Source: an optimization exercise on an open RTL-to-GDS flow (aim: small area). Production flows keep margins and buffers that such runs may drop.
The RTL was checked by simulation tests, not by an equivalence proof against the original design.
Power figures rest on the tool's default switching activity, not on a simulated workload.

$ cat constraint.sdc
create_clock -name core_clock -period 10.0 [get_ports {clk_clk}]
set_input_delay 2.0000 -clock core_clock [delete_from_list [all_inputs] [get_ports {clk_clk}]]
set_output_delay 2.0000 -clock core_clock [all_outputs]
set_load 0.01 [all_outputs]
$ cat config.mk
export PLATFORM = sky130hd
export DESIGN_NAME = motor_pid_sequencer
export DESIGN_NICKNAME = motor_pid_sequencer
export VERILOG_FILES = /design/flow/design.v
export SDC_FILE = /design/flow/constraint.sdc
export NUM_CORES = 4
export LEC_CHECK = 0
export CAP_MARGIN = 20
export CORE_MARGIN = 2
export CORE_UTILIZATION = 40
export SLEW_MARGIN = 20
$ cat run.sh
#!/bin/bash
# synth_recipe.tcl (not shown) runs the flow's synth.tcl, then flattens the netlist and writes it again
# the make line also repeats each setting of config.mk as NAME=value (left out here)
make -C /OpenROAD-flow-scripts/flow DESIGN_CONFIG=/design/flow/config.mk WORK_HOME=/design/flow/orfs CLKGATE_MAP_FILE= SYNTH_SCRIPT=/design/flow/synth_recipe.tcl finish
$ cat design.v
package motor_pid_pkg;
  localparam int E_W     = 16;
  localparam int I_W     = 24;
  localparam int ACC_W   = 42;
  localparam int CMD_MAX = 2047;
  typedef logic [2:0] state_t;
  localparam state_t ST_IDLE   = 3'd0;
  localparam state_t ST_WAIT   = 3'd1;
  localparam state_t ST_SAMPLE = 3'd2;
  localparam state_t ST_ERR    = 3'd3;
  localparam state_t ST_MUL_P  = 3'd4;
  localparam state_t ST_MUL_I  = 3'd5;
  localparam state_t ST_MUL_D  = 3'd6;
  localparam state_t ST_OUT    = 3'd7;
  localparam logic [2:0] ADDR_CTRL       = 3'd0;
  localparam logic [2:0] ADDR_SETPOINT   = 3'd1;
  localparam logic [2:0] ADDR_KP         = 3'd2;
  localparam logic [2:0] ADDR_KI         = 3'd3;
  localparam logic [2:0] ADDR_KD         = 3'd4;
  localparam logic [2:0] ADDR_SAMPLE_DIV = 3'd5;
  localparam logic [2:0] ADDR_LAST_CMD   = 3'd6;
  localparam logic [2:0] ADDR_STATUS     = 3'd7;
  localparam logic signed [63:0] E_MAX   = 64'sd32767;
  localparam logic signed [63:0] E_MIN   = -64'sd32768;
  localparam logic signed [63:0] I_LIM   = 64'sd8388607;
  localparam logic signed [63:0] CMD_LIM = 64'(CMD_MAX);
endpackage
import motor_pid_pkg::*;
module pid_mac
(
  input  logic                    clk,
  input  logic                    rst_n,
  input  logic                    clr,
  input  logic                    en,
  input  logic signed [I_W-1:0]   a,
  input  logic signed [E_W-1:0]   b,
  output logic signed [ACC_W-1:0] acc
);
  logic signed [I_W+E_W-1:0] prod;
  logic signed [ACC_W-1:0]   base;
  logic signed [ACC_W-1:0]   acc_q;
  logic signed [ACC_W-1:0]   acc_d;
  always_comb begin
    prod  = a * b;
    base  = clr ? '0 : acc_q;
    acc_d = acc_q;
    if (en) acc_d = base + ACC_W'(prod);
  end
  assign acc = acc_d;
  always_ff @(posedge clk or negedge rst_n) begin
    if (!rst_n) acc_q <= '0;
    else        acc_q <= acc_d;
  end
endmodule
import motor_pid_pkg::*;
module motor_pid_sequencer
#(
  parameter int unsigned SAMPLE_DIV_RST = 50000,
  parameter int unsigned GAIN_FRAC      = 8
) (
  input  logic        clk_clk,
  input  logic        rst_reset_n,
  input  logic [2:0]  avs_address,
  input  logic        avs_write,
  input  logic [31:0] avs_writedata,
  input  logic        avs_read,
  output logic [31:0] avs_readdata,
  input  logic [31:0] pos_in,
  output logic        cmd_write,
  output logic [31:0] cmd_writedata
);
  function automatic logic signed [63:0] saturate(
    input logic signed [63:0] v,
    input logic signed [63:0] lo,
    input logic signed [63:0] hi
  );
    if (v > hi)      saturate = hi;
    else if (v < lo) saturate = lo;
    else             saturate = v;
  endfunction
  logic enable_q, enable_d, overrun_q, overrun_d, clr_int;
  logic [31:0] setpoint_q, setpoint_d, sample_div_q, sample_div_d;
  logic [15:0] kp_q, kp_d, ki_q, ki_d, kd_q, kd_d;
  logic [31:0] last_cmd_q, last_cmd_d, cmd_data_q, cmd_data_d;
  logic        cmd_write_q, cmd_write_d, stop_pend_q, stop_pend_d;
  logic [2:0]  state_q, state_d;
  logic [31:0] tick_cnt_q, tick_cnt_d, div_eff, pos_q, pos_d, rdata;
  logic        tick, abort;
  logic signed [E_W-1:0] e_q, e_d, d_q, d_d, e_prev_q, e_prev_d, e_new, d_new;
  logic signed [I_W-1:0] integ_q, integ_d, i_new;
  logic signed [63:0]    err_full, dif_full, int_full;
  logic                  mac_clr, mac_en;
  logic signed [I_W-1:0] mac_a;
  logic signed [E_W-1:0] mac_b;
  logic signed [ACC_W-1:0] mac_acc, acc_sh;
  logic [31:0] cmd_u;
  assign div_eff = (sample_div_q == 32'd0) ? 32'd1 : sample_div_q;
  assign tick    = enable_q && (tick_cnt_q >= div_eff - 32'd1);
  assign err_full = 64'($signed(setpoint_q)) - 64'($signed(pos_q));
  assign e_new    = E_W'(saturate(err_full, E_MIN, E_MAX));
  assign dif_full = 64'(e_new) - 64'(e_prev_q);
  assign d_new    = E_W'(saturate(dif_full, E_MIN, E_MAX));
  assign int_full = 64'(integ_q) + 64'(e_new);
  assign i_new    = I_W'(saturate(int_full, -I_LIM, I_LIM));
  assign acc_sh = mac_acc >>> GAIN_FRAC;
  assign cmd_u  = 32'(saturate(64'(acc_sh), -CMD_LIM, CMD_LIM));
  always_comb begin
    enable_d     = enable_q;
    overrun_d    = overrun_q;
    setpoint_d   = setpoint_q;
    kp_d         = kp_q;
    ki_d         = ki_q;
    kd_d         = kd_q;
    sample_div_d = sample_div_q;
    clr_int      = 1'b0;
    if (avs_write) begin
      case (avs_address)
        ADDR_CTRL: begin
          enable_d = avs_writedata[0];
          clr_int  = avs_writedata[1];
          if (avs_writedata[2]) overrun_d = 1'b0;
        end
        ADDR_SETPOINT:   setpoint_d   = avs_writedata;
        ADDR_KP:         kp_d         = avs_writedata[15:0];
        ADDR_KI:         ki_d         = avs_writedata[15:0];
        ADDR_KD:         kd_d         = avs_writedata[15:0];
        ADDR_SAMPLE_DIV: sample_div_d = avs_writedata;
        default: ;
      endcase
    end
    if (tick && state_q != ST_WAIT) overrun_d = 1'b1;
    if (!enable_q || tick) tick_cnt_d = 32'd0;
    else                   tick_cnt_d = tick_cnt_q + 32'd1;
  end
  always_comb begin
    state_d     = state_q;
    pos_d       = pos_q;
    e_d         = e_q;
    d_d         = d_q;
    e_prev_d    = e_prev_q;
    integ_d     = integ_q;
    cmd_write_d = 1'b0;
    cmd_data_d  = cmd_data_q;
    last_cmd_d  = last_cmd_q;
    stop_pend_d = stop_pend_q;
    mac_clr     = 1'b0;
    mac_en      = 1'b0;
    mac_a       = '0;
    mac_b       = '0;
    abort       = (state_q != ST_IDLE) && !enable_d;
    case (state_q)
      ST_IDLE:   if (enable_q) state_d = ST_WAIT;
      ST_WAIT:   if (tick) state_d = ST_SAMPLE;
      ST_SAMPLE: begin
        pos_d   = pos_in;
        state_d = ST_ERR;
      end
      ST_ERR: begin
        e_d      = e_new;
        d_d      = d_new;
        integ_d  = i_new;
        e_prev_d = e_new;
        state_d  = ST_MUL_P;
      end
      ST_MUL_P: begin
        mac_clr = 1'b1;
        mac_en  = 1'b1;
        mac_a   = I_W'(e_q);
        mac_b   = $signed(kp_q);
        state_d = ST_MUL_I;
      end
      ST_MUL_I: begin
        mac_en  = 1'b1;
        mac_a   = integ_q;
        mac_b   = $signed(ki_q);
        state_d = ST_MUL_D;
      end
      ST_MUL_D: begin
        mac_en  = 1'b1;
        mac_a   = I_W'(d_q);
        mac_b   = $signed(kd_q);
        state_d = ST_OUT;
        if (!abort) begin
          cmd_write_d = 1'b1;
          cmd_data_d  = cmd_u;
          last_cmd_d  = cmd_u;
        end
      end
      default:   state_d = ST_WAIT;
    endcase
    if (abort) state_d = ST_IDLE;
    if (abort || stop_pend_q) begin
      if (cmd_write_q) begin
        stop_pend_d = 1'b1;
      end else begin
        stop_pend_d = 1'b0;
        cmd_write_d = 1'b1;
        cmd_data_d  = 32'd0;
      end
    end
    if (clr_int) begin
      integ_d  = '0;
      e_prev_d = '0;
    end
  end
  pid_mac u_mac (
    .clk   (clk_clk),
    .rst_n (rst_reset_n),
    .clr   (mac_clr),
    .en    (mac_en),
    .a     (mac_a),
    .b     (mac_b),
    .acc   (mac_acc)
  );
  always_comb begin
    rdata = '0;
    case (avs_address)
      ADDR_CTRL:       rdata = {29'd0, overrun_q, 1'b0, enable_q};
      ADDR_SETPOINT:   rdata = setpoint_q;
      ADDR_KP:         rdata = {{16{kp_q[15]}}, kp_q};
      ADDR_KI:         rdata = {{16{ki_q[15]}}, ki_q};
      ADDR_KD:         rdata = {{16{kd_q[15]}}, kd_q};
      ADDR_SAMPLE_DIV: rdata = sample_div_q;
      ADDR_LAST_CMD:   rdata = last_cmd_q;
      default:         rdata = {integ_q, 5'd0, state_q};
    endcase
    avs_readdata = avs_read ? rdata : 32'd0;
  end
  assign cmd_write     = cmd_write_q;
  assign cmd_writedata = cmd_data_q;
  always_ff @(posedge clk_clk or negedge rst_reset_n) begin
    if (!rst_reset_n) begin
      enable_q     <= 1'b0;
      overrun_q    <= 1'b0;
      setpoint_q   <= '0;
      kp_q         <= '0;
      ki_q         <= '0;
      kd_q         <= '0;
      sample_div_q <= 32'(SAMPLE_DIV_RST);
      last_cmd_q   <= '0;
      cmd_data_q   <= '0;
      cmd_write_q  <= 1'b0;
      stop_pend_q  <= 1'b0;
      state_q      <= ST_IDLE;
      tick_cnt_q   <= '0;
      pos_q        <= '0;
      e_q          <= '0;
      d_q          <= '0;
      e_prev_q     <= '0;
      integ_q      <= '0;
    end else begin
      enable_q     <= enable_d;
      overrun_q    <= overrun_d;
      setpoint_q   <= setpoint_d;
      kp_q         <= kp_d;
      ki_q         <= ki_d;
      kd_q         <= kd_d;
      sample_div_q <= sample_div_d;
      last_cmd_q   <= last_cmd_d;
      cmd_data_q   <= cmd_data_d;
      cmd_write_q  <= cmd_write_d;
      stop_pend_q  <= stop_pend_d;
      state_q      <= state_d;
      tick_cnt_q   <= tick_cnt_d;
      pos_q        <= pos_d;
      e_q          <= e_d;
      d_q          <= d_d;
      e_prev_q     <= e_prev_d;
      integ_q      <= integ_d;
    end
  end
endmodule
==> out/results.txt <==
TritonCTS built the clock tree. The area growth from synthesis to layout is 13.10%. Once placement finished, the instance area stood at 40,280 um^2. In this run the static leakage power is 20.35 nW. The utilization after layout was 45.74%; the total stage count of the critical path was 32. The number of library cell types mapped by synthesis was 93; the netlist area before placement was 37,180 um^2. The library cell appearing most often on the critical path was sky130_fd_sc_hd__fa_1. Once routing completed, OpenROAD measured the worst setup slack at 0.4000 ns.

Input and output buffers added on the ports amount to 135. In this run the horizontal extent of the chip is 308.9 um. In this run the power density over the cells is 115.1 nW/um^2. The via density per instance works out to 5.450.

The run gives 0 as the count of final setup violators. The run finished with no timing, DRC or antenna violations. For the number of global-route vias before repair, the log shows 30.38k. Following the worst setup path forward leads to its endpoint at cmd_data_q[1]. Dividing the detail-routed wire length by the instance count gives 20.81 um. The peak-usage layer in the global routing report was met2. The final max-slew violation count came out at 0. Global routing consumed, on the met1 layer, 35.35% of the routing resources. The worst reg-to-reg setup slack is 0.40 ns. At the end of routability-driven placement, the weighted congestion stood at 0.9199.

The initial antenna violation count is 2, and the net count after synthesis is 4,861. The count of endpoints failing hold in the final timing report came out at 0. In this run, synthesis produced a sequential element count of 361. After detailed routing, the number of remaining DRC violations is 0. At the placement stage, the worst setup path has a slack of -0.2345 ns. Data on the critical path arrives at its endpoint at 10.13 ns. Of all nets on the critical path, the largest fanout is 20. For this design, the sink count on the clock tree is 361.

The latest clock arrival within the worst-skew pair was 0.65 ns. Global routing consumed, on the met2 layer, 38.20% of the routing resources. The number of CTS-inserted buffers is 47, and the floorplan core area is 91,940 um^2. After global routing the overflow that remains totals 0. The start point of the critical path is state_q[0]. The logs give 0.06152 ns for the worst clock skew and 6 for the iteration count of the initial detailed-routing pass. The final instance area is 42,050 um^2. The overall die area was 95,410 um^2; the actual slew at the worst max-slew pin was 0.9636 ns. In this run the vertical extent of the chip is 308.9 um. The number of buffers and inverters on the critical path is 7.

For the worst hold slack after final layout, the log shows 0.4676 ns. STA classifies the critical path startpoint as a flop. The fraction of the cycle the final worst path needs is 96.00%, and the clock transition at the registers of the reported paths is 0.06 ns.

The number of placed instances, taps included came out at 5,440. The final-layout setup total negative slack came out at 0 ns. The post-layout minimum cycle time came out at 9.600 ns. The routed layout has 30.13k vias. The global-route usage over all layers is 24.58%, and the largest net degree at the start of global routing is 128. The final layout contains routed wiring with a total length of 115,000 um. The violation count after the first detailed-routing iteration was 2,398. The cell count of the worst reg-to-reg path was 32; the count of warnings emitted by yosys was 2. The worst register-to-register path begins at state_q[0]. The tools report the number of nets with antenna violations after detailed routing as 0.

Counting flops with an async set or reset pin after synthesis yields a share of 100.0%. The tightest min-delay check is of the flop to flop type. The end of the worst register-to-register path is cmd_data_q[1]. Setup repair after global routing left no endpoint under its margin. The worst setup path is captured at a flop.

The critical-path cell with the highest stage delay is sky130_fd_sc_hd__dfrtp_4. The count of flip-flops with a built-in enable after synthesis came out at 0. For this design, the CTS-stage hold fixing added 0 buffers.

The level count of the clock H-tree came out at 2. Leaving out fill and tap cells, the most frequent cells in the layout are 566 x sky130_fd_sc_hd__inv_1, 490 x sky130_fd_sc_hd__nand2_1, 428 x sky130_fd_sc_hd__fa_1. The category of the critical setup timing path is flop to flop. Clock tree root buffer cell: sky130_fd_sc_hd__clkbuf_16. IR analysis of the VDD net gives a maximum drop of 0.1181 mV. The commonest non-fill, non-tap cell in the layout is sky130_fd_sc_hd__inv_1. After synthesis, the mean cell area works out to 8.985 um^2.

Pin placement for this block handled 136 I/O pins. In the final design database the tool counted 4,969 nets. The run gives 24.32% as the proportion of synthesized chip area in sequential cells. The dominant synthesized flop cell was sky130_fd_sc_hd__dfrtp_1. The run gives 3.802% as the met3 track utilization from global routing. The detailed-placement wirelength estimate is 91,400 um, and the endpoint required time on the critical path is 10.53 ns. Based on the critical path, the design can be clocked at up to 104.2 MHz. The initial utilization of the core area, before any placement, comes to 40.44%.

The largest single stage delay on the critical path is 0.59 ns. Headroom to the max-slew limit came out at 35.56%. The number of non-filler instances in the completed layout was 5,529. The share of final-layout standard cells stronger than drive strength 1 came out at 9.643%.

In this design, the largest share of critical-path delay is due to adder cells. The floorplan has 111 rows. The power consumption was 4.842 mW; the max-capacitance violation count was 0. The cell count after synthesis is 4,138, and the maximum buffer depth of the clock tree is 3. For the wire length of the first global-routing pass, the log shows 180,700 um.
## sequential cells by signal (all words and copies together), names as in the netlist
register / flops
cmd_data_q: 32
cmd_write_q: 1
d_q: 16
e_prev_q: 16
e_q: 16
enable_q: 1
integ_q: 24
kd_q: 16
ki_q: 16
kp_q: 16
last_cmd_q: 32
overrun_q: 1
pos_q: 32
sample_div_q: 32
setpoint_q: 32
state_q: 3
stop_pend_q: 1
tick_cnt_q: 32
u_mac.acc_q: 42
## what timing repair did
item | CTS | global route
gates cloned | 0 | 0
buffers inserted | 0 | 0
endpoints found under the setup margin | 22 | 38
resized for setup | 2 | 46
## power breakdown
part	total (mW)	switching (mW)	leakage, nW	internal [mW]
registers	1.77	0.190	4.64	1.58
clock network	1.81	0.735	0.796	1.07
logic	1.26	0.730	14.9	0.535
total	4.84	1.66	20.3	3.19
## routing by layer
metal  share of wire [%]  routed length (um)
met1                  45               52240
met2                  44               50880
met3                 7.1                8146
met4                 3.3                3777
met5                   0                   0
## cells in the mapped netlist, types with 14 or more instances
library cell	n	share of area (%)
sky130_fd_sc_hd__dfrtp_1	355	24
sky130_fd_sc_hd__nand2b_1	24	0.40
sky130_fd_sc_hd__clkbuf_1	166	1.7
sky130_fd_sc_hd__inv_1	566	5.7
sky130_fd_sc_hd__a211oi_1	22	0.44
sky130_fd_sc_hd__o21ai_0	220	3.0
sky130_fd_sc_hd__ha_1	224	7.5
sky130_fd_sc_hd__nor2b_1	68	1.1
sky130_fd_sc_hd__a31oi_1	15	0.25
sky130_fd_sc_hd__o21a_1	32	0.65
sky130_fd_sc_hd__nand4_1	27	0.45
sky130_fd_sc_hd__mux2_2	127	3.8
sky130_fd_sc_hd__and3_1	28	0.47
sky130_fd_sc_hd__xor2_1	56	1.3
sky130_fd_sc_hd__nand3_1	76	1.0
sky130_fd_sc_hd__buf_1	14	0.14
sky130_fd_sc_hd__nor3_1	42	0.57
sky130_fd_sc_hd__a221oi_1	32	0.75
sky130_fd_sc_hd__a21o_1	68	1.4
sky130_fd_sc_hd__fa_1	428	23
sky130_fd_sc_hd__mux2i_1	47	1.3
sky130_fd_sc_hd__nor2_1	394	4.0
sky130_fd_sc_hd__a22o_1	19	0.45
sky130_fd_sc_hd__o211ai_1	26	0.52
sky130_fd_sc_hd__and2_1	36	0.61
sky130_fd_sc_hd__xnor2_1	96	2.3
sky130_fd_sc_hd__a21oi_1	192	2.6
sky130_fd_sc_hd__nand2_1	499	5.0
sky130_fd_sc_hd__nor4_1	15	0.25
## final cells by class
class	count	area, um^2
diodes	3	7.507
clock inverters	24	357.8
flip-flops and latches	361	9046
inverters	567	2128
well taps	1243	1555
fillers	8940	49890
clock buffers	62	1282
repair buffers	247	2232
multi-input cells	3022	25440
## how the worst min path moves through the flow
| stage | startpoint | to | slack [ns] | depth (start not counted) |
|---|---|---|---|---|
| 3_3_place_gp | u_mac.acc_q[2] | u_mac.acc_q[2] | 0.45 | 2 |
| 3_5_place_dp | u_mac.acc_q[1] | u_mac.acc_q[1] | 0.46 | 2 |
| 5_1_grt | last_cmd_q[12] | last_cmd_q[12] | 0.48 | 2 |
| 2_1_floorplan | u_mac.acc_q[0] | u_mac.acc_q[0] | 0.44 | 2 |
| 4_1_cts | last_cmd_q[12] | last_cmd_q[12] | 0.47 | 2 |
| 6_report | d_q[13] | d_q[13] | 0.47 | 2 |
## worst register-to-register path: cells and delay by family (launching register included)
kind	cells	cell delay, ns
adders and majority gates	7	3.31
DFF	1	0.59
AOI/OAI and AO/OA	9	2.23
and+or+nand+nor	9	2.30
buffers and inverters	7	1.08
## kinds of logic (layout without fill, tap and decap cells)
kind of cell               count (synthesis)  count (layout)  share of synthesized area (%)
other                                      0               3                              0
buffers and inverters                    755             900                          7.666
muxes                                    175             175                          5.152
xor gates and xnor gates                 152             152                          3.580
and+or+nand+nor                         1284            1284                          15.49
adders and majority gates                662             662                          30.85
AOI/OAI and AO/OA                        749             749                          12.95
DFF                                      361             361                          24.32

## afterwards: timing with drivers on the ports
In the flow no input, the clock included, has a driving cell. The finished layout below was timed again as built, in two steps.
Step 1 assumes that a clkbuf_16 drives the clock port and a buf_2 every other input.
Step 2, shift: input delay + t, output delay - t, t = (earliest + latest rising clock arrival at the registers) / 2. This alone moves slack from input paths to output paths.
Three values: ideal ports, drivers, drivers and shift; two values: the first two.
t (ns): 0.677
setup slack, ns: 0.400 / 0.400 / 0.400
worst setup path after step 2: register to register
worst data-port slew with drivers (ns): 0.06
After both steps this run still meets setup and hold. The setup slack of this run moves by 0.000 ns with the drivers and by 0.000 ns with both steps.
